Context: an optimization exercise on an open-source flow, tuned for small area and few clock cycles. The choices shown serve that exercise and are no tape-out recipe.
In this exercise RTL edits were held to simulation tests only and were not proved equivalent to the original.
Power figures rest on the tool's default switching activity, not on a simulated workload.

## flow/config.mk

```make
export PLATFORM = sky130hd
export DESIGN_NAME = bmp_stream_to_rgb565_pixels
export DESIGN_NICKNAME = bmp_stream_to_rgb565_pixels
export VERILOG_FILES = /design/flow/design.v
export SDC_FILE = /design/flow/constraint.sdc
export NUM_CORES = 4
export LEC_CHECK = 0
export ABC_AREA = 1
export CAP_MARGIN = 20
export CORE_MARGIN = 2
export CORE_UTILIZATION = 40
export SLEW_MARGIN = 20
```

## flow/constraint.sdc

```tcl
create_clock -name core_clock -period 5.0 [get_ports {clk}]
set_input_delay 1.0000 -clock core_clock [delete_from_list [all_inputs] [get_ports {clk}]]
set_output_delay 1.0000 -clock core_clock [all_outputs]
set_load 0.01 [all_outputs]
```

## flow/design.v

```verilog
package bmpd_pkg;
    localparam logic [15:0] KEY_COLOR = 16'hF81F;
    localparam logic [7:0]  SIG_B     = 8'h42;
    localparam logic [7:0]  SIG_M     = 8'h4D;
endpackage
`default_nettype none
module bmpd_cfg_regs
(
    input  wire logic        clk,
    input  wire logic        rst_n,
    input  wire logic        cfg_valid,
    input  wire logic [1:0]  cfg_index,
    input  wire logic [10:0] cfg_data,
    output logic      [10:0] origin_x,
    output logic      [10:0] origin_y,
    output logic             keyed_mode
);
    always_ff @(posedge clk or negedge rst_n)
    begin
        if (!rst_n)
        begin
            origin_x   <= '0;
            origin_y   <= '0;
            keyed_mode <= 1'b0;
        end
        else if (cfg_valid)
        begin
            if (cfg_index == 2'd0) origin_x   <= cfg_data;
            if (cfg_index == 2'd1) origin_y   <= cfg_data;
            if (cfg_index == 2'd2) keyed_mode <= cfg_data[0];
        end
    end
endmodule
`default_nettype wire
`default_nettype none
module bmp_stream_to_rgb565_pixels
(
    input  wire logic         clk,
    input  wire logic         rst_n,
    input  wire logic         in_valid,
    output logic              in_ready,
    input  wire logic [7:0]   in_data,
    input  wire logic         in_file_start,
    output logic              out_valid,
    input  wire logic         out_ready,
    output logic [1:0]        out_kind,
    output logic [15:0]       out_color,
    output logic [11:0]       out_x,
    output logic [11:0]       out_y,
    output logic              out_visible,
    output logic              out_row_end,
    output logic              out_image_done,
    input  wire logic         cfg_valid,
    output logic              cfg_ready,
    input  wire logic [1:0]   cfg_index,
    input  wire logic [10:0]  cfg_data
);
    logic [10:0] origin_x;
    logic [10:0] origin_y;
    logic        keyed;
    assign cfg_ready = 1'b1;
    bmpd_cfg_regs u_cfg
    (
        .clk        (clk),
        .rst_n      (rst_n),
        .cfg_valid  (cfg_valid),
        .cfg_index  (cfg_index),
        .cfg_data   (cfg_data),
        .origin_x   (origin_x),
        .origin_y   (origin_y),
        .keyed_mode (keyed)
    );
    logic        valid;
    logic [11:0] col,  col_n;
    logic [11:0] rows, rows_n;
    logic [11:0] wid,  wid_n;
    logic [15:0] cnt,  cnt_n;
    logic [15:0] clr,  clr_n;
    logic        fa,   fa_n;
    logic        fb,   fb_n;
    logic        b16,  b16_n;
    logic        b32,  b32_n;
    logic        accept;
    logic        res;
    logic        hdr;
    logic [4:0]  hp;
    logic [11:0] col_inc;
    logic [11:0] rows_dec;
    logic [15:0] cnt_dec;
    logic        row_end;
    logic        last_row;
    logic        done;
    logic        dead;
    logic        last_lane;
    logic [1:0]  pad;
    logic        fmt_bad;
    logic        size_bad;
    assign in_ready = !valid || out_ready;
    assign accept   = in_valid && in_ready;
    assign col_inc  = col + 12'd1;
    assign rows_dec = rows - 12'd1;
    assign cnt_dec  = cnt - 16'd1;
    assign hp  = in_file_start ? 5'd1 : col[4:0];
    assign hdr = in_file_start || (col[11] && (col[4:0] != 5'h1F));
    assign row_end   = (col_inc == wid);
    assign last_row  = (rows == 12'd0);
    assign done      = row_end && last_row && (cnt == 16'd15);
    assign dead      = fa || fb || done;
    assign last_lane = b16 ? (cnt[1:0] == 2'd2) :
                       b32 ? (cnt[1:0] == 2'd0) :
                             (cnt[1:0] == 2'd1);
    assign pad       = b16 ? {wid[0], 1'b0} :
                       b32 ? 2'd0 :
                             wid[1:0];
    assign fmt_bad  = fa || (in_data != 8'h00);
    assign size_bad = fb || rows[11] || (wid == 12'd0) || (wid[11] && (wid[10:0] != 11'd0));
    always_comb
    begin
        col_n  = col;
        rows_n = rows;
        wid_n  = wid;
        cnt_n  = cnt;
        clr_n  = clr;
        fa_n   = fa;
        fb_n   = fb;
        b16_n  = b16;
        b32_n  = b32;
        res    = 1'b0;
        if (hdr)
        begin
            col_n = in_file_start ? 12'hFE2 : col_inc;
            if (hp[4])
            begin
                cnt_n = cnt_dec;
            end
            case (hp)
                5'd1:        
                begin
                    fa_n = (in_data != bmpd_pkg::SIG_B);
                    fb_n = 1'b0;
                end
                5'd2:        
                begin
                    fa_n = 1'b0;
                    if (fa || (in_data != bmpd_pkg::SIG_M))
                    begin
                        fb_n  = 1'b1;
                        col_n = 12'hFFF;
                        res   = 1'b1;
                    end
                end
                5'd11:       
                begin
                    cnt_n[7:0] = in_data;
                end
                5'd12:       
                begin
                    cnt_n[15:8] = in_data;
                    if ((in_data == 8'h00) && (cnt[7:0] < 8'd30))
                    begin
                        fa_n = 1'b1;
                    end
                end
                5'd13, 5'd14:    
                begin
                    if (in_data != 8'h00)
                    begin
                        fa_n = 1'b1;
                    end
                end
                5'd19:       
                begin
                    wid_n[7:0] = in_data;
                end
                5'd20:       
                begin
                    wid_n[11:8] = in_data[3:0];
                    if (in_data[7:4] != 4'h0)
                    begin
                        fb_n = 1'b1;
                    end
                end
                5'd23:       
                begin
                    rows_n[7:0] = in_data;
                end
                5'd24:       
                begin
                    rows_n[11:8] = in_data[3:0];
                    if (in_data[7:4] != 4'h0)
                    begin
                        fb_n = 1'b1;
                    end
                end
                5'd21, 5'd22, 5'd25, 5'd26:   
                begin
                    if (in_data != 8'h00)
                    begin
                        fb_n = 1'b1;
                    end
                end
                5'd27:       
                begin
                    rows_n = rows_dec;
                end
                5'd29:       
                begin
                    b16_n = (in_data == 8'h10);
                    b32_n = (in_data == 8'h20);
                    if (!((in_data == 8'h10) || (in_data == 8'h18) || (in_data == 8'h20)))
                    begin
                        fa_n = 1'b1;
                    end
                end
                5'd30:       
                begin
                    fa_n = fmt_bad || size_bad;
                    fb_n = !fmt_bad && size_bad;
                    res  = fmt_bad || size_bad;
                end
                default:
                begin
                end
            endcase
        end
        else if (!dead)
        begin
            if (cnt[15:4] != 12'd0)
            begin
                cnt_n = cnt_dec;
            end
            else
            begin
                if (cnt[1:0] == 2'd3)
                begin
                    col_n  = row_end ? 12'd0 : col_inc;
                    rows_n = row_end ? rows_dec : rows;
                end
                if (b16)
                begin
                    if (cnt[1:0] == 2'd3) clr_n[7:0]  = in_data;
                    if (cnt[1:0] == 2'd2) clr_n[15:8] = in_data;
                end
                else
                begin
                    if (cnt[1:0] == 2'd3) clr_n[4:0]   = in_data[7:3];
                    if (cnt[1:0] == 2'd2) clr_n[10:5]  = in_data[7:2];
                    if (cnt[1:0] == 2'd1) clr_n[15:11] = in_data[7:3];
                end
                if (last_lane)
                begin
                    res   = 1'b1;
                    cnt_n = (row_end && !last_row) ? (16'd15 + 16'(pad)) : 16'd15;
                end
                else
                begin
                    cnt_n = cnt_dec;
                end
            end
        end
    end
    always_ff @(posedge clk or negedge rst_n)
    begin
        if (!rst_n)
        begin
            valid <= 1'b0;
            col   <= 12'hFE1;
        end
        else
        begin
            valid <= (accept && res) || (valid && !out_ready);
            if (accept)
            begin
                col <= col_n;
            end
        end
    end
    always_ff @(posedge clk)
    begin
        if (accept)
        begin
            rows <= rows_n;
            wid  <= wid_n;
            cnt  <= cnt_n;
            clr  <= clr_n;
            fa   <= fa_n;
            fb   <= fb_n;
            b16  <= b16_n;
            b32  <= b32_n;
        end
    end
    logic pix;
    assign pix            = !(fa || fb);
    assign out_valid      = valid;
    assign out_kind       = {fa, fb};
    assign out_color      = !pix   ? 16'h0000 :
                            keyed  ? clr : {clr[7:0], clr[15:8]};
    assign out_x          = pix ? ({1'b0, origin_x} + {1'b0, col[10:0]})  : 12'h000;
    assign out_y          = pix ? ({1'b0, origin_y} + {1'b0, rows[10:0]}) : 12'h000;
    assign out_visible    = pix && !(keyed && (clr == bmpd_pkg::KEY_COLOR));
    assign out_row_end    = pix && row_end;
    assign out_image_done = pix && row_end && last_row;
endmodule
`default_nettype wire
```

## flow/run.sh

```bash
#!/bin/bash
# synth_recipe.tcl (not shown) runs the flow's synth.tcl, then flattens the netlist and writes it again
# the make line also repeats each setting of config.mk as NAME=value (left out here)
make -C /OpenROAD-flow-scripts/flow DESIGN_CONFIG=/design/flow/config.mk WORK_HOME=/design/flow/orfs CLKGATE_MAP_FILE= SYNTH_SCRIPT=/design/flow/synth_recipe.tcl finish
```

==> run summary, run 1 <==
Max Slew Vio Count=0; largest net degree at the start of global routing=37; RSZ-0062 raised after global routing=false; final design utilization=0.483; worst reg2reg startpoint=col[0]$_DFFE_PN1P_; Psw=0.00129 W; FP Rows=between 40 and 50; VDD IR max=0.208 mV; cell depth of the worst hold path=2; FFs w/ async S/R, synth=0.375; Pint=between 0.0015 and 0.002 W; Seq/Total Area, Yosys=0.384; All-Layer GR Usage=0.224; final worst-path cycle share=0.894; initial core utilization=0.408; DPL Wire Length=roughly 16000 µm; Hold Buf Count CTS=0; first-pass GRT wire length=between 30000 and 40000 µm; I/O Buffers=73; worst min-delay path class=reg -> reg; Worst Clk Skew=between 0.006 and 0.007 ns; routed wire length=20200 µm; drt initial violations=between 600 and 700; Synth Flop Type=edfxtp_1; max-cap violation count=0; width of the chip=about 140 µm; Slew headroom=0.362; status=timing/DRC/antenna clean; Critical Path Sink Type=output port; Critical Path Stages=14; via/cell ratio=around 5.3; sequential power share=0.367; die height=about 140 µm; Reg2Reg Setup Slack=roughly 1.6 ns; #FFs+latches synth=between 90 and 100; Clk Latency, worst-skew pair=~0.36 ns; leakage=3.73 nW; Residual DRC=0; H-tree Lvls=3; RR Endpoint=rows[8]$_DFFE_PP_; YS warnings=2; synth unique cells=51; Sink Count=between 90 and 100; R2R depth=15; Core ar.=0.0173 mm²; nets=roughly 1100; DR pass1 iterations=7; Post-synth EDFFs=60; io pins=between 70 and 80; Synth Cell Area=around 0.0071 mm²; startpoint types=flip-flop; root buffer cell=clkbuf_16; FMAX=between 200 and 250 MHz; total grt overflow=0; syn_area_per_cell=7.22 µm²; critical path class=reg -> out; Vias=roughly 6700; TritonCTS buffer count=9; CP max FO=8; Net Sw Frac=0.402; crit path DAT=~3.5 ns; final hold vios=0; Critical Path Max Stage Delay=roughly 0.61 ns; CTS tree=built; Syn Nets=1038; multi-input logic area=between 0.003 and 0.004 mm²; Final Critical Period=between 4 and 5 ns; vias in the first global route=a little over 6000; layout cells sized above 1=0.0560; full die area=0.0187 mm²; Clock Tree Buf Depth=2; diode count=0; Crit. Startpoint=col[0]$_DFFE_PN1P_; initial antenna violation count=0; combinational share of power=0.406; RD Place Congestion=between 0.9 and 1; worst path cell trace=ha_1 -> nand2_2 -> nor2_1 -> ha_1 -> xnor2_1 -> nand2_1 -> nor2_1 -> nand2_1 -> nor2_1 -> nand3_1 -> nor2_1 -> nand3_1 -> nor3_1 -> clkdlybuf4s50_1; Slew @ Worst Pin=0.950 ns; Post-CTS Setup Repair Bufs=0; worst path bufs/invs=1; power per cell area=384 mW/mm²; Avg WL per Cell=~16 µm; slowest CP cell=dfstp_2; Most common cell on crit path=nor2_1; CP required=4.00 ns; ANT nets after route=0; final setup vio count=0; Post-Syn Instances=roughly 980; total negative slack=0 ns; CTS resizes=0; CTS clk-pin slew, worst paths=about 0.07 ns; crit path capture=out_image_done; filler instances=approximately 1800; Storage cell area=roughly 0.0027 mm²; Syn-to-layout area delta=18.2%; delay-heaviest family, CP=simple AND/OR/NAND/NOR gates; Clk network pwr share=0.228
[synth_stat cells, drive strengths merged (8+ instances only)]
| library cell | instances | share of area |
|---|---|---|
| nand2 | 217 | 0.12 |
| inv | 149 | 0.079 |
| o21ai | 110 | 0.078 |
| nor2 | 105 | 0.060 |
| nand3 | 82 | 0.059 |
| a21oi | 74 | 0.053 |
| edfxtp | 60 | 0.26 |
| ha | 30 | 0.053 |
| dfrtp | 28 | 0.099 |
| clkbuf | 17 | 0.0090 |
| nor3 | 11 | 0.0085 |
| nand4 | 10 | 0.012 |
| nor4 | 9 | 0.0080 |
| buf | 8 | 0.0083 |
| dfstp | 8 | 0.030 |
| xor2 | 8 | 0.0099 |
[cell type report]
type                    instances  share of cell area
multi-input cells             708               0.439
flip-flops and latches         96               0.325
clock buffers                  11              0.0330
repair buffers                 84              0.0968
clock inverters                 5             0.00494
inverters                     150              0.0674
well taps                     225              0.0337
[metrics by stage]
step / instances / hold WS (ns) / instance area (µm²) / power [W] / setup WS, ns
after global placement: 1263 / 0.486 / 8040 / 0.00248 / 0.955
after detailed placement: 1263 / 0.494 / 8040 / 0.00248 / 0.900
final: 1279 / 0.504 / 8350 / 0.00321 / 0.528
after global routing: 1279 / 0.520 / 8350 / 0.00345 / 0.316
after floorplan: 979 / 0.459 / 7070 / 0.00205 / 1.67
after CTS: 1279 / 0.513 / 8350 / 0.00322 / 0.508
[logic make-up after synthesis]
group	Yosys count	synth area share
AND/OR/NAND/NOR	441	0.271
AO/OA/AOI/OAI	219	0.168
buffers and inverters	175	0.0970
flip-flops	96	0.384
adder cells (fa/ha/maj)	32	0.0588
XOR/XNOR	15	0.0207
other	1	0.000531
[sequential cells by signal, summed over array words and instances, names as in the netlist, 11 cells and up]
name            count
u_cfg.origin_x     11
wid                12
rows               12
cnt                16
clr                16
col                12
u_cfg.origin_y     11
[worst reg2reg max path: cells and delay by family, from the launching register on]
kind                     cells  cell delay (ns)
flip-flops                   1             0.61
adder cells (fa/ha/maj)      2             0.47
AND/OR/NAND/NOR             10             1.12
XOR/XNOR                     1             0.20
AO/OA/AOI/OAI                2             0.64
[worst min path at each step]
stage | to | start
after floorplan | u_cfg.origin_x[0]$_DFFE_PN0P_ | u_cfg.origin_x[0]$_DFFE_PN0P_
after global placement | u_cfg.origin_y[9]$_DFFE_PN0P_ | u_cfg.origin_y[9]$_DFFE_PN0P_
after detailed placement | u_cfg.origin_x[10]$_DFFE_PN0P_ | u_cfg.origin_x[10]$_DFFE_PN0P_
after CTS | u_cfg.origin_x[10]$_DFFE_PN0P_ | u_cfg.origin_x[10]$_DFFE_PN0P_
after global routing | u_cfg.origin_x[10]$_DFFE_PN0P_ | u_cfg.origin_x[10]$_DFFE_PN0P_
final | u_cfg.origin_x[10]$_DFFE_PN0P_ | u_cfg.origin_x[10]$_DFFE_PN0P_
[power by group through the flow]
| stage | registers [W] | logic (W) | clock network [W] |
|---|---|---|---|
| final | 0.00118 | 0.00130 | 0.000731 |
| after global routing | 0.00120 | 0.00148 | 0.000769 |
| after CTS | 0.00117 | 0.00130 | 0.000745 |
| after detailed placement | 0.00119 | 0.00129 | 0 |
| after global placement | 0.00119 | 0.00129 | 0 |
| after floorplan | 0.00112 | 0.000931 | 0 |
[cell usage in the layout (no fill, tap or decap), types with 4 or more instances in the layout]
master           instances
nand2_1                212
inv_1                  145
o21ai_0                106
nor2_1                  99
nand3_1                 81
a21oi_1                 73
clkdlybuf4s50_1         72
edfxtp_1                60
ha_1                    30
dfrtp_1                 28
clkbuf_16               11
buf_4                   11
nor3_1                  10
nor4_1                   9
xor2_1                   8
dfstp_2                  8
nand4_1                  7
a31oi_1                  6
xnor2_1                  6
nand2_2                  5
o22ai_1                  5
inv_2                    4
o21ai_1                  4
nand3b_1                 4
o211ai_1                 4
o2111ai_1                4
[metal layers]
metal	GRT usage	vias up	routed length, µm
met5	0	-	0
met4	0.0624	0	382
met3	0.0385	25	987
met2	0.350	189	9200
met1	0.320	3077	9660
li1	-	3425	-
Testbench counts, summed over its fixed seeds: cycles 73,616.
==> run 2, diff against run 1 <==
--- a/flow/config.mk
+++ b/flow/config.mk
@@ -7,3 +7,2 @@
 export LEC_CHECK = 0
-export ABC_AREA = 1
 export CAP_MARGIN = 20
==> run 2 against run 1 <==
  * Still clean on timing, DRC and antenna
  * Critical path depth decreased by 2
  * Sequential share of layout area up 0.92 points
  * Sequential power is 14% lower
  * Power is 17% lower
  * Via count decreased by 15%
  * Global-route usage fell by 1.8 points
  * Cell area is 2.7% lower
  * Combinational power is 29% lower
  * Highest routed layer unchanged
==> run summary, run 2 <==
#FFs+latches synth=96 (unchanged); Top Registers=clr x16, cnt x16; RR Endpoint=cnt[3]$_DFFE_PP_; worst path bufs/invs=2 (+1); Worst Clk Skew=0.00860 ns (+0.00239 ns); routed wire length=18300 µm (-9.7%); nets=847 (-24%); Post-Syn Instances=725 (-26%); Synth Flop Type=edfxtp_1; leakage=2.97 nW (-20%); worst reg2reg startpoint=col[4]$_DFFE_PN0P_; io pins=75 (unchanged); CP max FO=12 (+4); Syn-to-layout area delta=19.2%; crit path DAT=3.62 ns (+0.15 ns); Critical Path Sink Type=output port; Storage cell area=0.00271 mm² (unchanged); CP required=4.00 ns (about the same); RD Place Congestion=0.916 (-2.8%); pre-CTS WS=0.111 ns (-0.789 ns); All-Layer GR Usage=0.206 (-0.0180); width of the chip=135 µm (-1.7%); max-cap violation count=0 (unchanged); final worst-path cycle share=0.925 (+0.0305); layout cells sized above 1=0.110 (+0.0537); R2R depth=7 (-8); most common cell after layout, fill and taps aside=nor2_1; ANT nets after route=0 (unchanged); Final WS setup=0.375 ns (-0.152 ns); DR pass1 iterations=5 (-2); DPL Wire Length=13400 µm (-15%); critical path class=reg -> out; Synth top area share=0.264 (+0.00931); hold_sp=col[11]$_DFFE_PN1P_; RSZ-0062 raised after global routing=false; Avg WL per Cell=18.0 µm (+14%); Syn Nets=784 (-24%); Reg2Reg Setup Slack=1.16 ns (-0.45 ns); largest net degree at the start of global routing=38 (+2.7%); drt initial violations=382 (-44%); Yosys top cell by area=edfxtp_1; die height=135 µm (-1.7%); FFs w/ async S/R, synth=0.375 (unchanged); worst min-delay path class=reg -> reg; delay-heaviest family, CP=compound AO/OA/AOI/OAI gates; Slew headroom=0.353 (-0.00916); cell depth of the worst hold path=2 (unchanged); most frequent cell after synthesis=nor2_1; I/O Buffers=73 (unchanged); CTS clk-pin slew, worst paths=0.07 ns (about the same); power per cell area=330 mW/mm² (-14%); root buffer cell=clkbuf_16; Clk Latency, worst-skew pair=0.35 ns (about the same); via/cell ratio=5.63 (+7.3%); FP Rows=47 (-2.1%); startpoint types=flip-flop; Sink Count=96 (unchanged); diode count=0 (unchanged); Slew @ Worst Pin=0.970 ns (+0.0201 ns); syn_area_per_cell=9.40 µm² (+30%); final hold vios=0 (unchanged); YS warnings=2 (unchanged); initial core utilization=0.410 (+0.00110); VDD IR max=0.195 mV (-6.1%); total negative slack=0 ns (unchanged); total grt overflow=0 (unchanged); Residual DRC=0 (unchanged); first-pass GRT wire length=29200 µm (-9.4%); full die area=0.0181 mm² (-3.4%); Hold EP=col[11]$_DFFE_PN1P_; initial antenna violation count=0 (unchanged); Max Slew Vio Count=0 (unchanged); top cells by count, synth=89 x nor2_1, 73 x nand2_1, 60 x edfxtp_1; leading cell types in the layout, fill and taps excluded=89 x nor2_1, 73 x nand2_1, 72 x clkdlybuf4s50_1; multi-input logic area=0.00389 mm² (+6.0%); final setup vio count=0 (unchanged); worst path cell trace=buf_4 -> ha_1 -> fa_1 -> a21o_1 -> a21oi_1 -> o21bai_1 -> a2111oi_0 -> nor3_1 -> a31oi_1 -> xor2_1 -> nor2_1 -> clkdlybuf4s50_1; TritonCTS buffer count=9 (unchanged); most area-consuming cells after synthesis=edfxtp_1 26%, dfrtp_1 10%, ha_1 5.5%, nor2_1 4.9%, xnor2_1 4.2%; Core ar.=0.0166 mm² (-3.8%); status=timing/DRC/antenna clean; Vias=5708 (-15%); Post-synth EDFFs=60 (unchanged); Synth Cell Area=0.00682 mm² (-3.5%); H-tree Lvls=3 (unchanged); CTS tree=built; Critical Path Max Stage Delay=0.51 ns (-0.10 ns); Hold Buf Count CTS=0 (unchanged); filler instances=1534 (-13%); slowest CP cell=clkdlybuf4s50_1; Final Critical Period=4.62 ns (+0.152 ns); Clock Tree Buf Depth=2 (unchanged); vias in the first global route=5439 (-11%); Seq/Total Area, Yosys=0.398 (+0.0140); FMAX=216 MHz (-3.3%); synth unique cells=71 (+39%)
[run 2: repair_timing]
item                                    4_1_cts  5_1_grt
endpoints found under the setup margin        2        2
setup buffers                                 0        1
resized for setup                             2        2
[run 2: cells by family (layout without fill, tap and decap cells)]
family,Yosys count,count (layout),share of synthesized area
AND/OR/NAND/NOR,290,290,0.215
AO/OA/AOI/OAI,146,146,0.143
XOR/XNOR,56,56,0.0742
buffers and inverters,57,125,0.0354
other,1,1,0.000550
adder cells (fa/ha/maj),32,32,0.0609
multiplexers,47,47,0.0736
flip-flops,96,96,0.398
[run 2: power breakdown]
| group | internal, W | switching (W) | total (W) |
|---|---|---|---|
| Clock | 0.000433 | 0.000300 | 0.000732 |
| Sequential | 0.000929 | 0.0000918 | 0.00102 |
| Combinational | 0.000428 | 0.000497 | 0.000925 |
[run 2: tightest hold or removal path: cells and delay by family (launching register included)]
family / cells / cell delay, ns
DFF: 1 / 0.40
AOI/OAI and AO/OA: 1 / 0.06
buffers and inverters: 1 / 0.05
[run 2: cell type report]
type / instances / share of cell area
flip-flops and latches: 96 / 0.334
clock inverters: 4 / 0.00616
clock buffers: 12 / 0.0330
multi-input cells: 572 / 0.479
well taps: 220 / 0.0339
repair buffers: 91 / 0.106
inverters: 18 / 0.00832
[run 2: stage by stage]
step	instances	cell area [µm²]	power, W	utilization	hold slack [ns]
2_1_floorplan	725	6820	0.00165	-	0.469
3_3_place_gp	996	7780	0.00193	0.467	0.491
3_5_place_dp	996	7780	0.00194	0.467	0.506
4_1_cts	1012	8100	0.00269	0.487	0.512
5_1_grt	1013	8120	0.00283	0.488	0.536
6_report	1013	8120	0.00268	0.488	0.513
[run 2: per-layer routing]
| layer | global-route usage | wire [µm] | vias to the layer above | share of wire |
|---|---|---|---|---|
| li1 | - | - | 2765 | - |
| met1 | 0.282 | 8400 | 2750 | 0.46 |
| met2 | 0.338 | 8740 | 178 | 0.48 |
| met3 | 0.0360 | 952 | 15 | 0.052 |
| met4 | 0.0544 | 170 | 0 | 0.0093 |
| met5 | 0 | 0 | - | 0 |
[run 2: how the worst max path moves through the flow]
stage,slack (ns),depth (start not counted),end,startpoint
after global routing,0.13,12,out_x[10],col[0]$_DFFE_PN1P_
after floorplan,1.04,11,out_image_done,col[2]$_DFFE_PN0P_
after global placement,0.12,12,out_image_done,col[0]$_DFFE_PN1P_
after detailed placement,0.11,12,out_image_done,col[0]$_DFFE_PN1P_
after CTS,0.11,12,out_image_done,col[0]$_DFFE_PN1P_
final,0.38,12,out_x[10],col[0]$_DFFE_PN1P_
==> run 3, diff against run 2 <==
--- a/flow/design.v
+++ b/flow/design.v
@@ -4,2 +4,48 @@
     localparam logic [7:0]  SIG_M     = 8'h4D;
+    function automatic logic [11:0] inc12(input logic [11:0] a);
+        logic c;
+        c = 1'b1;
+        for (int i = 0; i < 12; i++)
+        begin
+            inc12[i] = a[i] ^ c;
+            c        = c & a[i];
+        end
+    endfunction
+    function automatic logic [11:0] dec12(input logic [11:0] a);
+        logic b;
+        b = 1'b1;
+        for (int i = 0; i < 12; i++)
+        begin
+            dec12[i] = a[i] ^ b;
+            b        = b & ~a[i];
+        end
+    endfunction
+    function automatic logic [15:0] dec16(input logic [15:0] a);
+        logic b;
+        b = 1'b1;
+        for (int i = 0; i < 16; i++)
+        begin
+            dec16[i] = a[i] ^ b;
+            b        = b & ~a[i];
+        end
+    endfunction
+    function automatic logic [3:0] dec4(input logic [3:0] a);
+        logic b;
+        b = 1'b1;
+        for (int i = 0; i < 4; i++)
+        begin
+            dec4[i] = a[i] ^ b;
+            b       = b & ~a[i];
+        end
+    endfunction
+    function automatic logic [11:0] add11(input logic [10:0] a, input logic [10:0] b);
+        logic c;
+        c = 1'b0;
+        for (int i = 0; i < 11; i++)
+        begin
+            add11[i] = a[i] ^ b[i] ^ c;
+            c        = (a[i] & b[i]) | (c & (a[i] ^ b[i]));
+        end
+        add11[11] = c;
+    endfunction
 endpackage
@@ -77,3 +123,4 @@
     logic [15:0] cnt,  cnt_n;
-    logic [15:0] clr,  clr_n;
+    logic [3:0]  clr;
+    logic [15:0] color, color_n;
     logic        fa,   fa_n;
@@ -94,2 +141,5 @@
     logic        last_lane;
+    logic        started;
+    logic        pix_byte;
+    logic [3:0]  lane_dec;
     logic [1:0]  pad;
@@ -99,5 +149,5 @@
     assign accept   = in_valid && in_ready;
-    assign col_inc  = col + 12'd1;
-    assign rows_dec = rows - 12'd1;
-    assign cnt_dec  = cnt - 16'd1;
+    assign col_inc  = bmpd_pkg::inc12(col);
+    assign rows_dec = bmpd_pkg::dec12(rows);
+    assign cnt_dec  = bmpd_pkg::dec16(cnt);
     assign hp  = in_file_start ? 5'd1 : col[4:0];
@@ -106,3 +156,7 @@
     assign last_row  = (rows == 12'd0);
-    assign done      = row_end && last_row && (cnt == 16'd15);
+    assign started   = !col[11];
+    assign color     = {cnt[15:4], clr};
+    assign pix_byte  = started ? (cnt[3:2] == 2'b11) : (cnt == 16'd15);
+    assign lane_dec  = bmpd_pkg::dec4(cnt[3:0]);
+    assign done      = row_end && last_row && (cnt[3:0] == 4'hF);
     assign dead      = fa || fb || done;
@@ -122,3 +176,3 @@
         cnt_n  = cnt;
-        clr_n  = clr;
+        color_n = color;
         fa_n   = fa;
@@ -158,3 +212,3 @@
                     cnt_n[15:8] = in_data;
-                    if ((in_data == 8'h00) && (cnt[7:0] < 8'd30))
+                    if ((in_data == 8'h00) && (cnt[7:5] == 3'd0) && (cnt[4:1] != 4'hF))
                     begin
@@ -227,5 +281,5 @@
         begin
-            if (cnt[15:4] != 12'd0)
+            if (!pix_byte)
             begin
-                cnt_n = cnt_dec;
+                cnt_n = started ? {cnt[15:4], lane_dec} : cnt_dec;
             end
@@ -240,4 +294,4 @@
                 begin
-                    if (cnt[1:0] == 2'd3) clr_n[7:0]  = in_data;
-                    if (cnt[1:0] == 2'd2) clr_n[15:8] = in_data;
+                    if (cnt[1:0] == 2'd3) color_n[7:0]  = in_data;
+                    if (cnt[1:0] == 2'd2) color_n[15:8] = in_data;
                 end
@@ -245,10 +299,11 @@
                 begin
-                    if (cnt[1:0] == 2'd3) clr_n[4:0]   = in_data[7:3];
-                    if (cnt[1:0] == 2'd2) clr_n[10:5]  = in_data[7:2];
-                    if (cnt[1:0] == 2'd1) clr_n[15:11] = in_data[7:3];
+                    if (cnt[1:0] == 2'd3) color_n[4:0]   = in_data[7:3];
+                    if (cnt[1:0] == 2'd2) color_n[10:5]  = in_data[7:2];
+                    if (cnt[1:0] == 2'd1) color_n[15:11] = in_data[7:3];
                 end
+                cnt_n[15:4] = color_n[15:4];
                 if (last_lane)
                 begin
-                    res   = 1'b1;
-                    cnt_n = (row_end && !last_row) ? (16'd15 + 16'(pad)) : 16'd15;
+                    res        = 1'b1;
+                    cnt_n[3:0] = (row_end && !last_row) ? bmpd_pkg::dec4({2'b00, pad}) : 4'hF;
                 end
@@ -256,3 +311,3 @@
                 begin
-                    cnt_n = cnt_dec;
+                    cnt_n[3:0] = lane_dec;
                 end
@@ -284,3 +339,3 @@
             cnt  <= cnt_n;
-            clr  <= clr_n;
+            clr  <= color_n[3:0];
             fa   <= fa_n;
@@ -296,6 +351,6 @@
     assign out_color      = !pix   ? 16'h0000 :
-                            keyed  ? clr : {clr[7:0], clr[15:8]};
-    assign out_x          = pix ? ({1'b0, origin_x} + {1'b0, col[10:0]})  : 12'h000;
-    assign out_y          = pix ? ({1'b0, origin_y} + {1'b0, rows[10:0]}) : 12'h000;
-    assign out_visible    = pix && !(keyed && (clr == bmpd_pkg::KEY_COLOR));
+                            keyed  ? color : {color[7:0], color[15:8]};
+    assign out_x          = pix ? bmpd_pkg::add11(origin_x, col[10:0])  : 12'h000;
+    assign out_y          = pix ? bmpd_pkg::add11(origin_y, rows[10:0]) : 12'h000;
+    assign out_visible    = pix && !(keyed && (color == bmpd_pkg::KEY_COLOR));
     assign out_row_end    = pix && row_end;
==> run 3 against run 2 <==
  * The layout now fails its checks (setup timing)
  * Hold slack worse by 0.027 ns
  * Synthesized cell count down 15%
  * Clock skew shrank 0.0032 ns
  * Clock power fell by 7.1%
  * Critical path type unchanged
  * Largest power group unchanged
  * Highest routed layer unchanged
==> run summary, run 3 <==
VDD IR max=0.134 mV (-31%); #FFs+latches synth=84 (-13%); most flop-heavy register=cnt; Slew headroom=0.356 (+0.00260); most frequent cell after synthesis=nor2_1; power per cell area=310 mW/mm² (-6.1%); hold_sp=col[5]$_DFFE_PN1P_; initial core utilization=0.409 (-0.000416); filler instances=1362 (-11%); WL met1=7350 µm (-13%); Net Sw Frac=0.318 (-0.0136); Hold Buf Count CTS=0 (unchanged); Most common cell on crit path=fa_2; diode count=0 (unchanged); via/cell ratio=5.49 (-2.6%); Final Critical Period=5.76 ns (+1.13 ns); crit path DAT=4.76 ns (+1.14 ns); Pint=0.00154 W (-14%); Storage cell area=0.00235 mm² (-13%); largest net degree at the start of global routing=43 (+13%); Psw=0.000717 W (-19%); CTS tree=built; layout cells sized above 1=0.169 (+0.0589); CP max FO=2 (-10); initial antenna violation count=0 (unchanged); All-Layer GR Usage=0.208 (+0.00251); die height=126 µm (-6.4%); Syn-to-layout area delta=22.4%; width of the chip=126 µm (-6.4%); Total Power=0.00225 W (-16%); final design utilization=0.501 (+0.0129); RSZ-0062 raised after global routing=true; worst path bufs/invs=4 (+2); Critical Path Sink Type=output port; delay-heaviest family, CP=adder cells; worst path cell trace=ha_4 -> inv_2 -> fa_2 -> fa_2 -> fa_2 -> fa_2 -> fa_2 -> fa_2 -> fa_2 -> fa_2 -> inv_2 -> fa_1 -> inv_1 -> fa_2 -> nor2_2 -> buf_2; Critical Path Max Stage Delay=0.55 ns (+0.04 ns); TritonCTS buffer count=9 (unchanged); routed wl met3=789 µm (-17%); leading cell types in the layout, fill and taps excluded=70 x nor2_1, 68 x inv_1, 61 x clkdlybuf4s50_1; Slew @ Worst Pin=0.966 ns (-0.00390 ns); FMAX=174 MHz (-20%); CP required=4.00 ns (about the same); DPL Wire Length=12400 µm (-7.6%); most common cell after layout, fill and taps aside=nor2_1; Worst Clk Skew=0.00539 ns (-0.00320 ns); vias in the first global route=4824 (-11%); status=finished with violations; drt initial violations=330 (-14%); final worst-path cycle share=1.15 (+0.226); Crit. Startpoint=col[0]$_DFFE_PN1P_; Post-synth EDFFs=48 (-20%); Clock Tree Buf Depth=2 (unchanged); combinational share of power=0.310 (-0.035); first-pass GRT wire length=25800 µm (-11%); max FFs per register=16; multi-input logic area=0.00328 mm² (-16%); H-tree Lvls=3 (unchanged); root buffer cell=clkbuf_16; CTS clk-pin slew, worst paths=0.06 ns (about the same); Residual DRC=0 (unchanged); synth unique cells=69 (-2.8%); final setup vio count=9 (+9); worst min-delay path class=reg -> reg; startpoint types=flip-flop; total grt overflow=0 (unchanged); leakage=3.05 nW (+2.4%); Final WS setup=-0.757 ns (-1.13 ns); Yosys top cell by area=edfxtp_1; final hold vios=0 (unchanged); Synth Flop Type=edfxtp_1; Clk network pwr share=0.301 (+0.028); Synth top area share=0.242 (-0.0219); YS warnings=2 (unchanged); sequential power share=0.388 (+0.007); Syn Nets=701 (-11%); I/O Buffers=73 (unchanged); FFs w/ async S/R, synth=0.429 (+0.0536); nets=776 (-8.4%); Sink Count=84 (-13%); Fail Reasons=setup timing; RD Place Congestion=0.907 (-0.88%); io pins=75 (unchanged); Post-Syn Instances=614 (-15%); Core ar.=0.0145 mm² (-13%); total negative slack=-3.98 ns (-3.98 ns); Vias=4821 (-16%); worst reg2reg startpoint=col[0]$_DFFE_PN1P_; Seq/Total Area, Yosys=0.396 (-0.00240); most area-consuming cells after synthesis=edfxtp_1 24%, dfrtp_1 12%, ha_1 8.4%, fa_1 6.7%, nor2_1 4.7%; Max Slew Vio Count=0 (unchanged); top layer in use=met4; DR pass1 iterations=5 (unchanged); syn_area_per_cell=9.69 µm² (+3.0%); routed wire length=16100 µm (-12%); top cells by count, synth=74 x nor2_1, 72 x inv_1, 48 x edfxtp_1; Synth Cell Area=0.00595 mm² (-13%); Avg WL per Cell=18.3 µm (+1.5%); met2 wire len=7650 µm (-12%); max-cap violation count=0 (unchanged); slowest CP cell=dfstp_2; critical path class=reg -> out; Clk Latency, worst-skew pair=0.35 ns (about the same); ANT nets after route=0 (unchanged); FP Rows=44 (-6.4%); full die area=0.0159 mm² (-12%)
==> run 3: changes by cell type in the layout (fill, tap and decap cells not counted), sizes merged, moves of 10 or more <==
| cell | delta |
|---|---|
| buf | +13 |
| inv | +53 |
| clkdlybuf4s50 | -11 |
| xnor2 | -21 |
| xor2 | -20 |
| nor2 | -17 |
| nand2b | -13 |
| edfxtp | -12 |
| mux2 | -10 |
| ha | +10 |
| fa | +18 |
| a21o | -11 |
| nand2 | -26 |
==> run 3: cell type report <==
cell class	count	area share
Clock buffer	12	0.0339
Clock inverter	4	0.00670
Inverter	72	0.0371
Multi-Input combinational cell	427	0.451
Sequential cell	84	0.323
Tap cell	184	0.0316
Timing Repair Buffer	95	0.117
==> run 3: metrics by stage <==
step	hold WS (ns)	cell area [µm²]	worst slack [ns]	cells
floorplan	0.460	6020	-0.202	614
global placement	0.474	6970	-0.720	859
detailed placement	0.476	6970	-0.762	859
CTS	0.485	7280	-0.785	877
global route	0.504	7280	-0.880	878
finish	0.485	7280	-0.757	878
==> run 3: tightest hold or removal path, stage by stage (launching register included) <==
cell	delay, ns
dfstp_2	0.38
nand2_1	0.05
o31ai_1	0.06
==> run 3: power by group through the flow <==
| stage | clock network, W | registers, W | logic (W) |
|---|---|---|---|
| after detailed placement | 0 | 0.000889 | 0.000699 |
| after global placement | 0 | 0.000885 | 0.000682 |
| final | 0.000680 | 0.000875 | 0.000700 |
| after floorplan | 0 | 0.000879 | 0.000468 |
| after global routing | 0.000718 | 0.000886 | 0.000784 |
| after CTS | 0.000688 | 0.000876 | 0.000707 |
==> run 3: kinds of logic (layout without fill, tap and decap cells) <==
kind of cell    count (synthesis)  after routing  synth area share
compound gates                112            112             0.129
xor+xnor                       15             15            0.0257
fa+ha+maj                      60             60             0.151
buf+inv                       103            183            0.0709
flops                          84             84             0.396
mux                            34             34            0.0604
other cells                     1              1          0.000631
simple gates                  205            205             0.167
==> run 3: layer usage <==
layer / track usage / vias to the layer above
met5: 0 / -
met4: 0.0679 / 0
met3: 0.0272 / 21
met2: 0.337 / 144
met1: 0.291 / 2349
li1: - / 2307
==> run 3: final timing paths <==
kind                                                 endpoint  slack [ns]  cells past startpoint
worst max-delay path                                out_x[10]       -0.76                     16
worst min-delay path                       col[5]$_DFFE_PN1P_        0.49                      2
worst max register to register               cnt[9]$_DFFE_PP_        0.43                     18
worst min register to register             col[5]$_DFFE_PN1P_        0.49                      2
max in group asynchronous       u_cfg.origin_x[6]$_DFFE_PN0P_        3.72                      1
min in group asynchronous       u_cfg.origin_x[9]$_DFFE_PN0P_        0.75                      1
==> run 3: what timing repair did <==
item / 4_1_cts / 5_1_grt
buffers inserted: 2 / 1
endpoints found under the setup margin: 12 / 11
resized for setup: 48 / 3
pin swaps: 2 / 0
Testbench counts of run 3, summed over its fixed seeds: cycles 73,616.
==> run 4, diff against run 3 <==
--- a/flow/design.v
+++ b/flow/design.v
@@ -42,4 +42,8 @@
         logic c;
+        logic c6;
+        logic cg;
+        logic pp;
+        logic p;
         c = 1'b0;
-        for (int i = 0; i < 11; i++)
+        for (int i = 0; i < 6; i++)
         begin
@@ -48,3 +52,13 @@
         end
-        add11[11] = c;
+        c6 = c;
+        cg = 1'b0;
+        pp = 1'b1;
+        for (int i = 6; i < 11; i++)
+        begin
+            p        = a[i] ^ b[i];
+            add11[i] = p ^ (cg | (c6 & pp));
+            cg       = (a[i] & b[i]) | (cg & p);
+            pp       = pp & p;
+        end
+        add11[11] = cg | (c6 & pp);
     endfunction
==> run 4 against run 3 <==
  * The run now finishes clean
  * Hold slack improved by 0.024 ns
  * Largest cell class unchanged
  * Cell area up 0.89%
  * Register-to-register slack improved by 0.04 ns
  * Global-route usage about the same
  * Critical path depth down 2
  * Clock-buffer cell count decreased by 2
  * Clock skew grew 0.0023 ns
  * Non-clock buffer count is 1 higher
  * Power increased by 10%
  * Via count is 1.6% higher
  * Highest routed layer unchanged
==> run summary, run 4 <==
DPL Wire Length=12400 µm (+0.39%); RD Place Congestion=0.924 (+1.8%); Worst Clk Skew=0.00767 ns (+0.00228 ns); max-cap violation count=0 (unchanged); Non-Filler Instances=886 (+0.91%); most common cell after layout, fill and taps aside=nor2_1; CTS tree=built; CP max FO=2 (unchanged); top cells by count, synth=74 x nor2_1, 54 x inv_1, 52 x nand2_1; nets=786 (+1.3%); width of the chip=126 µm (+0.45%); via/cell ratio=5.53 (+0.66%); Synth Cell Area=0.00600 mm² (+0.93%); RSZ-0062 raised after global routing=false; power per cell area=339 mW/mm² (+9.4%); Synth Flop Type=edfxtp_1; Slew headroom=0.274 (-0.0817); Residual DRC=0 (unchanged); Syn-to-layout area delta=22.4% (about the same); routed wire length=16400 µm (+2.4%); leading cell types in the layout, fill and taps excluded=74 x nor2_1, 58 x clkdlybuf4s50_1, 54 x inv_1; first-pass GRT wire length=26000 µm (+0.56%); Critical Path Sink Type=output port; Clk Latency, worst-skew pair=0.35 ns (about the same); FFs w/ async S/R, synth=0.429 (unchanged); final setup vio count=0 (-9); Slew @ Worst Pin=1.08 ns (+0.113 ns); max FFs per register=16 (unchanged); layout cells sized above 1=0.145 (-0.0233); io pins=75 (unchanged); most flop-heavy register=cnt; worst min-delay path class=reg -> reg; YS warnings=2 (unchanged); Clock Tree Buf Depth=2 (unchanged); root buffer cell=clkbuf_16; pre-CTS WS=-0.103 ns (+0.658 ns); Placed Instances=863 (+0.47%); Final Critical Period=4.85 ns (-0.912 ns); initial antenna violation count=0 (unchanged); leakage=3.05 nW (+0.21%); Max Slew Vio Count=0 (unchanged); synth unique cells=64 (-7.2%); DR pass1 iterations=6 (+1); most area-consuming cells after synthesis=edfxtp_1 24%, dfrtp_1 12%, ha_1 10%, nor2_1 4.6%, mux2i_1 4.2%; I/O Buffers=73 (unchanged); vias in the first global route=4841 (+0.35%); most frequent cell after synthesis=nor2_1; multi-input logic area=0.00338 mm² (+3.1%); VDD IR max=0.161 mV (+20%); Storage cell area=0.00235 mm² (unchanged); Final WS setup=0.155 ns (+0.912 ns); Core ar.=0.0146 mm² (+0.38%); Yosys top cell by area=edfxtp_1; syn_area_per_cell=9.70 µm² (+0.11%); total grt overflow=0 (unchanged); Avg WL per Cell=18.6 µm (+1.5%); diode count=0 (unchanged); Synth top area share=0.240 (-0.00222); die height=126 µm (+0.45%); Seq/Total Area, Yosys=0.392 (-0.00363); drt initial violations=511 (+55%); Total Power=0.00249 W (+10%); TritonCTS buffer count=9 (unchanged); final worst-path cycle share=0.969 (-0.182); largest net degree at the start of global routing=41 (-4.7%); H-tree Lvls=3 (unchanged); CTS clk-pin slew, worst paths=0.07 ns (about the same); CP required=4.00 ns (about the same); Sink Count=84 (unchanged); FP Rows=44 (unchanged); Hold Slack=0.510 ns (+0.0243 ns); #FFs+latches synth=84 (unchanged); Vias=4897 (+1.6%); startpoint types=flip-flop; full die area=0.0160 mm² (+0.90%); ANT nets after route=0 (unchanged); FMAX=206 MHz (+19%); filler instances=1342 (-1.5%); Syn Nets=708 (+1.0%); Post-Syn Instances=619 (+0.81%); crit path DAT=3.85 ns (-0.91 ns); status=timing/DRC/antenna clean; final hold vios=0 (unchanged); initial core utilization=0.411 (+0.00223); critical path class=reg -> out; Post-synth EDFFs=48 (unchanged); All-Layer GR Usage=0.208 (about the same)
==> run 4: kinds of logic after synthesis <==
| group | Yosys count | synth area share |
|---|---|---|
| simple gates | 220 | 0.177 |
| compound gates | 101 | 0.112 |
| flops | 84 | 0.392 |
| buf+inv | 83 | 0.0561 |
| fa+ha+maj | 62 | 0.144 |
| mux | 52 | 0.0930 |
| xor+xnor | 16 | 0.0256 |
| other cells | 1 | 0.000625 |
==> run 4: routing by layer <==
layer | up-vias | track usage | wire length, µm
li1 | 2361 | - | -
met1 | 2369 | 0.295 | 7790
met2 | 152 | 0.336 | 7620
met3 | 15 | 0.0274 | 844
met4 | 0 | 0.0601 | 193
met5 | - | 0 | 0
==> run 4: timing repair <==
action,4_1_cts,5_1_grt
buffers inserted,4,3
hold buffers,0,0
pin swaps,6,7
gates resized for setup,26,18
setup endpoints to repair,14,12
==> run 4: cell type report <==
cell class	count	area share
multi-input combinational	452	0.461
sequential	84	0.320
clock buffer	10	0.0341
tap	184	0.0313
timing repair buffer	96	0.120
clock inverter	6	0.00630
inverter	54	0.0276
==> run 4: through the flow <==
stage / util / instance area (µm²) / TNS, ns
floorplan: - / 6000 / 0
finish: 0.504 / 7350 / 0
detailed placement: 0.476 / 6950 / -0.179
global placement: 0.476 / 6950 / -0.00488
CTS: 0.500 / 7290 / 0
global route: 0.504 / 7350 / 0
==> run 4: final timing paths <==
kind / start / endpoint / slack, ns / depth (start not counted)
min reg2reg: u_cfg.origin_y[5]$_DFFE_PN0P_ / u_cfg.origin_y[5]$_DFFE_PN0P_ / 0.51 / 1
max: col[0]$_DFFE_PN1P_ / out_x[11] / 0.15 / 14
min: u_cfg.origin_y[5]$_DFFE_PN0P_ / u_cfg.origin_y[5]$_DFFE_PN0P_ / 0.51 / 1
min in group asynchronous: rst_n / col[4]$_DFFE_PN0P_ / 0.76 / 1
max reg2reg: col[0]$_DFFE_PN1P_ / rows[3]$_DFFE_PP_ / 0.47 / 19
max in group asynchronous: rst_n / u_cfg.origin_y[0]$_DFFE_PN0P_ / 3.69 / 1
==> run 4: worst max-delay path, cell delays in order, from the launching register on <==
cell and delay [ns]:
dfstp_2 0.54, ha_1 0.13, inv_1 0.05, fa_2 0.33, fa_2 0.34, fa_2 0.35, fa_2 0.34, fa_2 0.34
nor2b_1 0.12, o21ai_1 0.10, a21boi_1 0.21, o21a_1 0.17, o21a_1 0.16, o21a_1 0.11, clkdlybuf4s15_2 0.21
==> run 4: report_power, final <==
part	internal, W	total, W	leakage [nW]	switching [W]
logic	0.000417	0.000910	2.05	0.000493
clock network	0.000370	0.000660	0.148	0.000290
registers	0.000827	0.000918	0.857	0.0000917
total	0.00161	0.00249	3.05	0.000874
Testbench counts of run 4, summed over its fixed seeds: cycles 73,616.
==> run 5, diff against run 4 <==
==> flow/flow/run.sh (new file) <==
#!/bin/bash
# Own layout flow: the standard flow (standard synthesis unchanged), with
#  - the port buffers made as sky130_fd_sc_hd__buf_1 instead of the default pick,
#  - CTS on small clock buffers, in small sink clusters, without dummy loads.
# The full output of the run goes to standard.log in this folder; ORFS keeps
# each step's own log under orfs/logs/.
set -euo pipefail
bash standard.sh \
  "BUFFER_PORTS_ARGS=-buffer_cell sky130_fd_sc_hd__buf_1" \
  "CTS_ARGS=-sink_clustering_enable -repair_clock_nets -dont_use_dummy_load -sink_clustering_size 6 -sink_clustering_max_diameter 40 -buf_list sky130_fd_sc_hd__clkbuf_4 -root_buf sky130_fd_sc_hd__clkbuf_8" \
  finish > standard.log 2>&1
==> flow/standard.sh (new file) <==
#!/bin/bash
# synth_recipe.tcl (not shown) runs the flow's synth.tcl, then flattens the netlist and writes it again
# the make line also repeats each setting of config.mk as NAME=value (left out here)
make -C /OpenROAD-flow-scripts/flow DESIGN_CONFIG=/design/flow/config.mk WORK_HOME=/design/flow/orfs CLKGATE_MAP_FILE= SYNTH_SCRIPT=/design/flow/synth_recipe.tcl "${@:-finish}"
removed: flow/run.sh
==> run 5 against run 4 <==
  * Cell count shrank 2.0%
  * Fmax grew 0.47%
  * Sequential share of layout area grew 3.3 points
  * Core utilization shrank 4.7 points
  * Combinational power shrank 12%
  * Power shrank 15%
  * Wire length shrank 0.78%
  * Critical path depth grew 2
  * Sequential cell count is the same
  * Clock skew grew 0.0056 ns
  * Register-to-register slack gained 0.07 ns
  * Critical path type unchanged
  * Critical endpoint is now out_image_done
  * Largest power group unchanged
  * Highest routed layer unchanged
==> run summary, run 5 <==
Residual DRC=0 (unchanged); status=timing/DRC/antenna clean; Hold Buf Count CTS=0 (unchanged); Sink Count=84 (unchanged); total grt overflow=0 (unchanged); #FFs+latches synth=84 (unchanged); most frequent cell after synthesis=nor2_1; GRT busiest layer=met2; CP required=4.00 ns (about the same); CP max FO=13 (+11); Final Critical Period=4.82 ns (-0.0225 ns); Reg2Reg Setup Slack=0.54 ns (+0.07 ns); Slew headroom=0.304 (+0.0301); TritonCTS buffer count=9 (unchanged); Max Slew Vio Count=0 (unchanged); met1 track demand over resource=0.288 (-0.00603); layout cells sized above 1=0.124 (-0.0210); top cells by count, synth=74 x nor2_1, 54 x inv_1, 52 x nand2_1; first-pass GRT wire length=26200 µm (+0.74%); diode count=0 (unchanged); Synth top area share=0.240 (unchanged); delay-heaviest family, CP=adder cells; full die area=0.0160 mm² (unchanged); most flop-heavy register=cnt; Hold EP=u_cfg.origin_x[0]$_DFFE_PN0P_; via/cell ratio=5.63 (+1.8%); final design utilization=0.457 (-0.0468); FFs w/ async S/R, synth=0.429 (unchanged); Slew @ Worst Pin=1.03 ns (-0.0447 ns); Post-Syn Instances=619 (unchanged); FP Rows=44 (unchanged); Worst Clk Skew=0.0133 ns (+0.00560 ns); Core ar.=0.0146 mm² (unchanged); die height=126 µm (unchanged); leakage=2.69 nW (-12%); Vias=4885 (-0.25%); initial core utilization=0.411 (unchanged); DR pass1 iterations=5 (-1); Seq/Total Area, Yosys=0.392 (unchanged); max FFs per register=16 (unchanged); Syn-to-layout area delta=11.0%; RD Place Congestion=0.932 (+0.87%); YS warnings=2 (unchanged); root buffer cell=clkbuf_8; Synth Flop Type=edfxtp_1; max-cap violation count=0 (unchanged); met3 GRT Util=0.0312 (+0.00380); most area-consuming cells after synthesis=edfxtp_1 24%, dfrtp_1 12%, ha_1 10%, nor2_1 4.6%, mux2i_1 4.2%; worst min-delay path class=reg -> reg; final hold vios=0 (unchanged); H-tree Lvls=3 (unchanged); Synth Cell Area=0.00600 mm² (unchanged); critical path class=reg -> out; worst reg2reg startpoint=col[0]$_DFFE_PN1P_; FMAX=207 MHz (+0.47%); Post-synth EDFFs=48 (unchanged); RR Endpoint=rows[0]$_DFFE_PP_; Clock Tree Buf Depth=2 (unchanged); GR Util met2=0.332 (-0.00315); DPL Wire Length=12400 µm (about the same); pre-CTS WS=0.179 ns (+0.282 ns); power per cell area=319 mW/mm² (-5.8%); startpoint types=flip-flop; drt initial violations=427 (-16%); VDD IR max=0.110 mV (-32%); Yosys top cell by area=edfxtp_1; final worst-path cycle share=0.965 (-0.00451); most common cell after layout, fill and taps aside=nor2_1; vias in the first global route=4874 (+0.68%); syn_area_per_cell=9.70 µm² (unchanged); final setup vio count=0 (unchanged); Critical Path Max Stage Delay=0.37 ns (-0.17 ns); CTS clk-pin slew, worst paths=0.07 ns (about the same); largest net degree at the start of global routing=41 (unchanged); Critical Path Sink Type=output port; filler instances=1385 (+3.2%); slowest CP cell=dfstp_2; Syn Nets=708 (unchanged); leading cell types in the layout, fill and taps excluded=74 x nor2_1, 67 x buf_1, 54 x inv_1; hold_sp=u_cfg.origin_x[0]$_DFFE_PN0P_; Most common cell on crit path=ha_1; nets=775 (-1.4%); crit path DAT=3.82 ns (-0.03 ns); worst path bufs/invs=2 (unchanged); routed wire length=16300 µm (-0.78%); Total Power=0.00212 W (-15%); worst path cell trace=buf_4 -> ha_1 -> ha_1 -> ha_1 -> ha_1 -> ha_1 -> ha_1 -> ha_1 -> ha_1 -> ha_1 -> ha_4 -> xnor2_1 -> nand4_1 -> nor4_4 -> nor2b_2 -> buf_2; io pins=75 (unchanged); CTS tree=built; Clk Latency, worst-skew pair=0.37 ns (+0.02 ns); Avg WL per Cell=18.8 µm (+1.3%); initial antenna violation count=0 (unchanged); synth unique cells=64 (unchanged); R2R depth=18 (-1); Hold Slack=0.521 ns (+0.0112 ns); ANT nets after route=0 (unchanged); width of the chip=126 µm (unchanged); cell depth of the worst hold path=1 (unchanged); Final WS setup=0.177 ns (+0.0225 ns); All-Layer GR Usage=0.209 (+0.00102); I/O Buffers=73 (unchanged)
run 5: changes by cell type in the layout (fill, tap and decap cells not counted), sizes merged:
cell / change
clkdlybuf4s50: -58
clkbuf: -1
inv: -1
clkinv: -5
clkdlybuf4s15: -2
dlymetal6s2s: -2
buf: +57
dlygate4sd2: -6
run 5: worst max path at each step:
stage                       startpoint        endpoint  slack, ns  depth (start not counted)
finish              col[0]$_DFFE_PN1P_  out_image_done       0.18                         16
global route        col[0]$_DFFE_PN1P_  out_image_done      -0.02                         16
CTS                 col[0]$_DFFE_PN1P_       out_x[10]       0.01                         14
detailed placement  col[0]$_DFFE_PN1P_       out_x[10]       0.18                         14
global placement    col[0]$_DFFE_PN1P_       out_x[10]       0.30                         14
floorplan           col[1]$_DFFE_PN0P_       out_x[10]       0.37                         13
run 5: per-layer routing:
layer,wire length [µm],vias up
li1,-,2316
met1,7420,2364
met2,7470,173
met4,425,0
met5,0,-
met3,1000,32
run 5: timing repair:
item / 4_1_cts / 5_1_grt
setup buffers: 1 / 3
pin swaps: 5 / 9
gates cloned: 0 / 0
resized for setup: 6 / 16
setup endpoints to repair: 6 / 7
run 5: cells by family after synthesis:
group	synth area share
AO/OA/AOI/OAI	0.112
adder cells (fa/ha/maj)	0.144
flip-flops	0.392
XOR/XNOR	0.0256
buffers and inverters	0.0561
AND/OR/NAND/NOR	0.177
multiplexers	0.0930
other	0.000625
run 5: cell type report:
| cell class | count | area (µm²) | share of cell area |
|---|---|---|---|
| clock buffers | 9 | 124 | 0.0186 |
| inverters | 54 | 203 | 0.0304 |
| multi-input cells | 452 | 3380 | 0.508 |
| repair buffers | 85 | 372 | 0.0558 |
| flip-flops and latches | 84 | 2350 | 0.353 |
| well taps | 184 | 230 | 0.0346 |
run 5: where the power goes:
group | internal, W | switching (W)
Combinational | 0.000321 | 0.000483
Clock | 0.000161 | 0.000234
Sequential | 0.000826 | 0.000100
Total | 0.00131 | 0.000816
run 5: stage by stage:
stage,setup TNS [ns],area [µm²],instances
after detailed placement,0,6440,855
final,0,6660,868
after global routing,-0.0167,6660,868
after global placement,0,6440,855
after floorplan,0,6000,619
after CTS,0,6580,865
run 5: worst register-to-register path, cell delays in order (launching register included):
cell and delay (ns):
dfstp_2 0.37, buf_4 0.18, ha_1 0.22, ha_1 0.18
ha_1 0.18, ha_1 0.18, ha_1 0.18, ha_1 0.19
ha_1 0.19, ha_1 0.19, ha_1 0.21, ha_4 0.22
xnor2_1 0.12, nand4_1 0.14, buf_4 0.16, nor3_4 0.05
a21oi_2 0.38, a41o_4 0.44, o221a_2 0.38
==> run 6, diff against run 5 <==
==> flow/flow/run.sh (replaced) <==
#!/bin/bash
# Own layout flow: the standard flow (standard synthesis unchanged), with
#  - the port buffers made as sky130_fd_sc_hd__buf_1 instead of the default pick,
#  - CTS on small clock buffers, without dummy loads.
# The full output of the run goes to standard.log in this folder; ORFS keeps
# each step's own log under orfs/logs/.
set -euo pipefail
bash standard.sh \
  "BUFFER_PORTS_ARGS=-buffer_cell sky130_fd_sc_hd__buf_1" \
  "CTS_ARGS=-sink_clustering_enable -repair_clock_nets -dont_use_dummy_load -buf_list sky130_fd_sc_hd__clkbuf_8 -root_buf sky130_fd_sc_hd__clkbuf_8" \
  finish > standard.log 2>&1
--- a/flow/config.mk
+++ b/flow/config.mk
@@ -9,3 +9,4 @@
 export CORE_MARGIN = 2
-export CORE_UTILIZATION = 40
+export CORE_UTILIZATION = 65
+export PLACE_DENSITY = 0.75
 export SLEW_MARGIN = 20
==> run 6 against run 5 <==
  * Still clean
  * Cell area shrank 1.4%
  * Wire length decreased by 3.6%
  * Via count increased by 1.4%
  * Sequential power about the same
  * Register-to-register slack improved by 0.09 ns
  * Hold slack got worse by 0.0044 ns
  * Clock skew rose by 0.013 ns
  * Fmax is 0.97% lower
  * Core utilization increased by 26 points
  * Largest cell class unchanged
==> run summary, run 6 <==
critical path class=reg -> out; Seq/Total Area, Yosys=0.392 (unchanged); final design utilization=0.721 (+0.265); Placed Instances=780 (-8.8%); Clock Tree Buf Depth=2 (unchanged); FMAX=205 MHz (-0.97%); FFs w/ async S/R, synth=0.429 (unchanged); drt initial violations=422 (-1.2%); most common cell after layout, fill and taps aside=nor2_1; Max Slew Vio Count=0 (unchanged); most flop-heavy register=cnt; most area-consuming cells after synthesis=edfxtp_1 24%, dfrtp_1 12%, ha_1 10%, nor2_1 4.6%, mux2i_1 4.2%; die height=100 µm (-21%); YS warnings=2 (unchanged); DPL Wire Length=11700 µm (-5.6%); vias in the first global route=4682 (-3.9%); initial antenna violation count=0 (unchanged); CTS tree=built; final worst-path cycle share=0.974 (+0.00949); nets=775 (unchanged); max-cap violation count=0 (unchanged); leading cell types in the layout, fill and taps excluded=74 x nor2_1, 68 x buf_1, 54 x inv_1; layout cells sized above 1=0.123 (-0.00146); syn_area_per_cell=9.70 µm² (unchanged); full die area=0.0100 mm² (-37%); Hold Buf Count CTS=0 (unchanged); Syn-to-layout area delta=9.46%; final setup vio count=0 (unchanged); initial core utilization=0.659 (+0.248); Yosys top cell by area=edfxtp_1; Worst Clk Skew=0.0264 ns (+0.0132 ns); io pins=75 (unchanged); Core ar.=0.00911 mm² (-38%); DR pass1 iterations=5 (unchanged); H-tree Lvls=3 (unchanged); Synth Flop Type=edfxtp_1; filler instances=743 (-46%); Synth top area share=0.240 (unchanged); RD Place Congestion=0.962 (+3.2%); Non-Filler Instances=795 (-8.4%); Clk Latency, worst-skew pair=0.36 ns (about the same); Final Critical Period=4.87 ns (+0.0475 ns); largest net degree at the start of global routing=41 (unchanged); CTS clk-pin slew, worst paths=0.07 ns (about the same); I/O Buffers=73 (unchanged); total grt overflow=0 (unchanged); CP max FO=3 (-10); leakage=2.68 nW (-0.28%); TritonCTS buffer count=9 (unchanged); max FFs per register=16 (unchanged); crit path DAT=3.87 ns (+0.05 ns); Avg WL per Cell=19.8 µm (+5.2%); via/cell ratio=6.23 (+11%); #FFs+latches synth=84 (unchanged); All-Layer GR Usage=0.320 (+0.111); Post-Syn Instances=619 (unchanged); Residual DRC=0 (unchanged); most frequent cell after synthesis=nor2_1; routed wire length=15700 µm (-3.6%); Slew headroom=0.288 (-0.0163); Syn Nets=708 (unchanged); status=timing/DRC/antenna clean; FP Rows=35 (-20%); top cells by count, synth=74 x nor2_1, 54 x inv_1, 52 x nand2_1; final hold vios=0 (unchanged); Vias=4955 (+1.4%); Sink Count=84 (unchanged); VDD IR max=0.151 mV (+37%); CP required=4.00 ns (about the same); Post-synth EDFFs=48 (unchanged); Critical Path Sink Type=output port; width of the chip=100 µm (-21%); worst min-delay path class=reg -> reg; power per cell area=324 mW/mm² (+1.6%); Slew @ Worst Pin=1.06 ns (+0.0294 ns); startpoint types=flip-flop; root buffer cell=clkbuf_8; Synth Cell Area=0.00600 mm² (unchanged); diode count=0 (unchanged); synth unique cells=64 (unchanged); first-pass GRT wire length=24400 µm (-6.9%); total negative slack=0 ns (unchanged); ANT nets after route=0 (unchanged)
==> run 6: where the power goes <==
part / switching, W / internal [W] / leakage, nW
combinational: 0.000489 / 0.000331 / 1.76
sequential: 0.0000976 / 0.000826 / 0.857
clock: 0.000223 / 0.000162 / 0.0647
total: 0.000810 / 0.00132 / 2.68
==> run 6: area by class of cell <==
class,count,area (µm²),area share
Multi-Input combinational cell,452,3380,0.515
Timing Repair Buffer,85,370,0.0564
Inverter,54,203,0.0309
Sequential cell,84,2350,0.358
Clock buffer,9,124,0.0189
Tap cell,111,139,0.0211
==> run 6: worst max-delay path: stages (launching register included) <==
cell and delay (ns):
dfstp_2 0.53, ha_1 0.13, inv_1 0.05, fa_1 0.40, fa_2 0.37, fa_2 0.35
fa_2 0.35, fa_2 0.37, nor2b_1 0.12, o21ai_1 0.09, a21boi_1 0.22, o21a_1 0.19
o21a_1 0.15, o21a_1 0.11, buf_2 0.12
==> run 6: metal layers <==
metal,part of all wire,global-route usage,routed length (µm),vias up
li1,-,-,-,2319
met1,0.43,0.456,6700,2394
met2,0.48,0.515,7580,215
met3,0.071,0.0481,1120,27
met4,0.021,0.0917,326,0
met5,0,0,0,-
==> run 6: what timing repair did <==
action	CTS	global route
gates resized for setup	5	19
setup buffers	2	4
pin swaps	3	8
endpoints found under the setup margin	6	8
==> run 6: cell families (layout without fill, tap and decap cells) <==
| family | count (synthesis) | in the layout | share of synthesized area |
|---|---|---|---|
| AO/OA/AOI/OAI | 101 | 101 | 0.112 |
| XOR/XNOR | 16 | 16 | 0.0256 |
| multiplexers | 52 | 52 | 0.0930 |
| other | 1 | 1 | 0.000625 |
| flip-flops | 84 | 84 | 0.392 |
| buffers and inverters | 83 | 148 | 0.0561 |
| adder cells (fa/ha/maj) | 62 | 62 | 0.144 |
| AND/OR/NAND/NOR | 220 | 220 | 0.177 |
==> run 6: final timing paths <==
check,slack (ns),start,to,depth (start not counted)
min in group asynchronous,0.79,rst_n,u_cfg.origin_x[0]$_DFFE_PN0P_,1
setup reg to reg,0.63,col[0]$_DFFE_PN1P_,rows[7]$_DFFE_PP_,17
hold reg to reg,0.52,u_cfg.origin_y[1]$_DFFE_PN0P_,u_cfg.origin_y[1]$_DFFE_PN0P_,1
setup / recovery,0.13,col[0]$_DFFE_PN1P_,out_x[11],14
max in group asynchronous,3.61,rst_n,u_cfg.keyed_mode$_DFFE_PN0P_,1
hold / removal,0.52,u_cfg.origin_y[1]$_DFFE_PN0P_,u_cfg.origin_y[1]$_DFFE_PN0P_,1
==> run 6: through the flow <==
| step | total power, W | setup WS (ns) | hold WS (ns) | cell area, µm² |
|---|---|---|---|---|
| 4_1_cts | 0.00208 | 0.00259 | 0.515 | 6480 |
| 3_5_place_dp | 0.00170 | 0.170 | 0.499 | 6330 |
| 5_1_grt | 0.00225 | -0.0660 | 0.531 | 6570 |
| 3_3_place_gp | 0.00166 | 0.321 | 0.490 | 6330 |
| 6_report | 0.00213 | 0.130 | 0.517 | 6570 |
| 2_1_floorplan | 0.00148 | 0.367 | 0.479 | 6000 |

[separate check: timing with driven ports]
The results above use ideal ports. As a check the final layouts listed here were re-extracted and re-timed, cells and wires unchanged. Step 1 sets driving cells, clkbuf_16 on the clock port and buf_2 on the other inputs (assumed; they add their load-dependent delay and slew). Step 2 also shifts input and output timing later by t, the mid clock arrival at the registers, as if the neighbouring blocks saw the same clock. a / b / c = ideal / step 1 / step 2; a / b = the first two.
run	t (ns)	setup slack, ns	worst slew at a driven data input, ns
run 1	0.393	0.528 / 0.488 / 0.881	0.05
run 2	0.387	0.375 / 0.332 / 0.718	0.04
run 3	0.390	-0.757 / -0.798 / -0.409	0.05
run 4	0.384	0.155 / 0.114 / 0.472	0.04
run 5	0.410	0.177 / 0.140 / 0.539	0.03
run 6	0.385	0.130 / 0.094 / 0.479	0.04
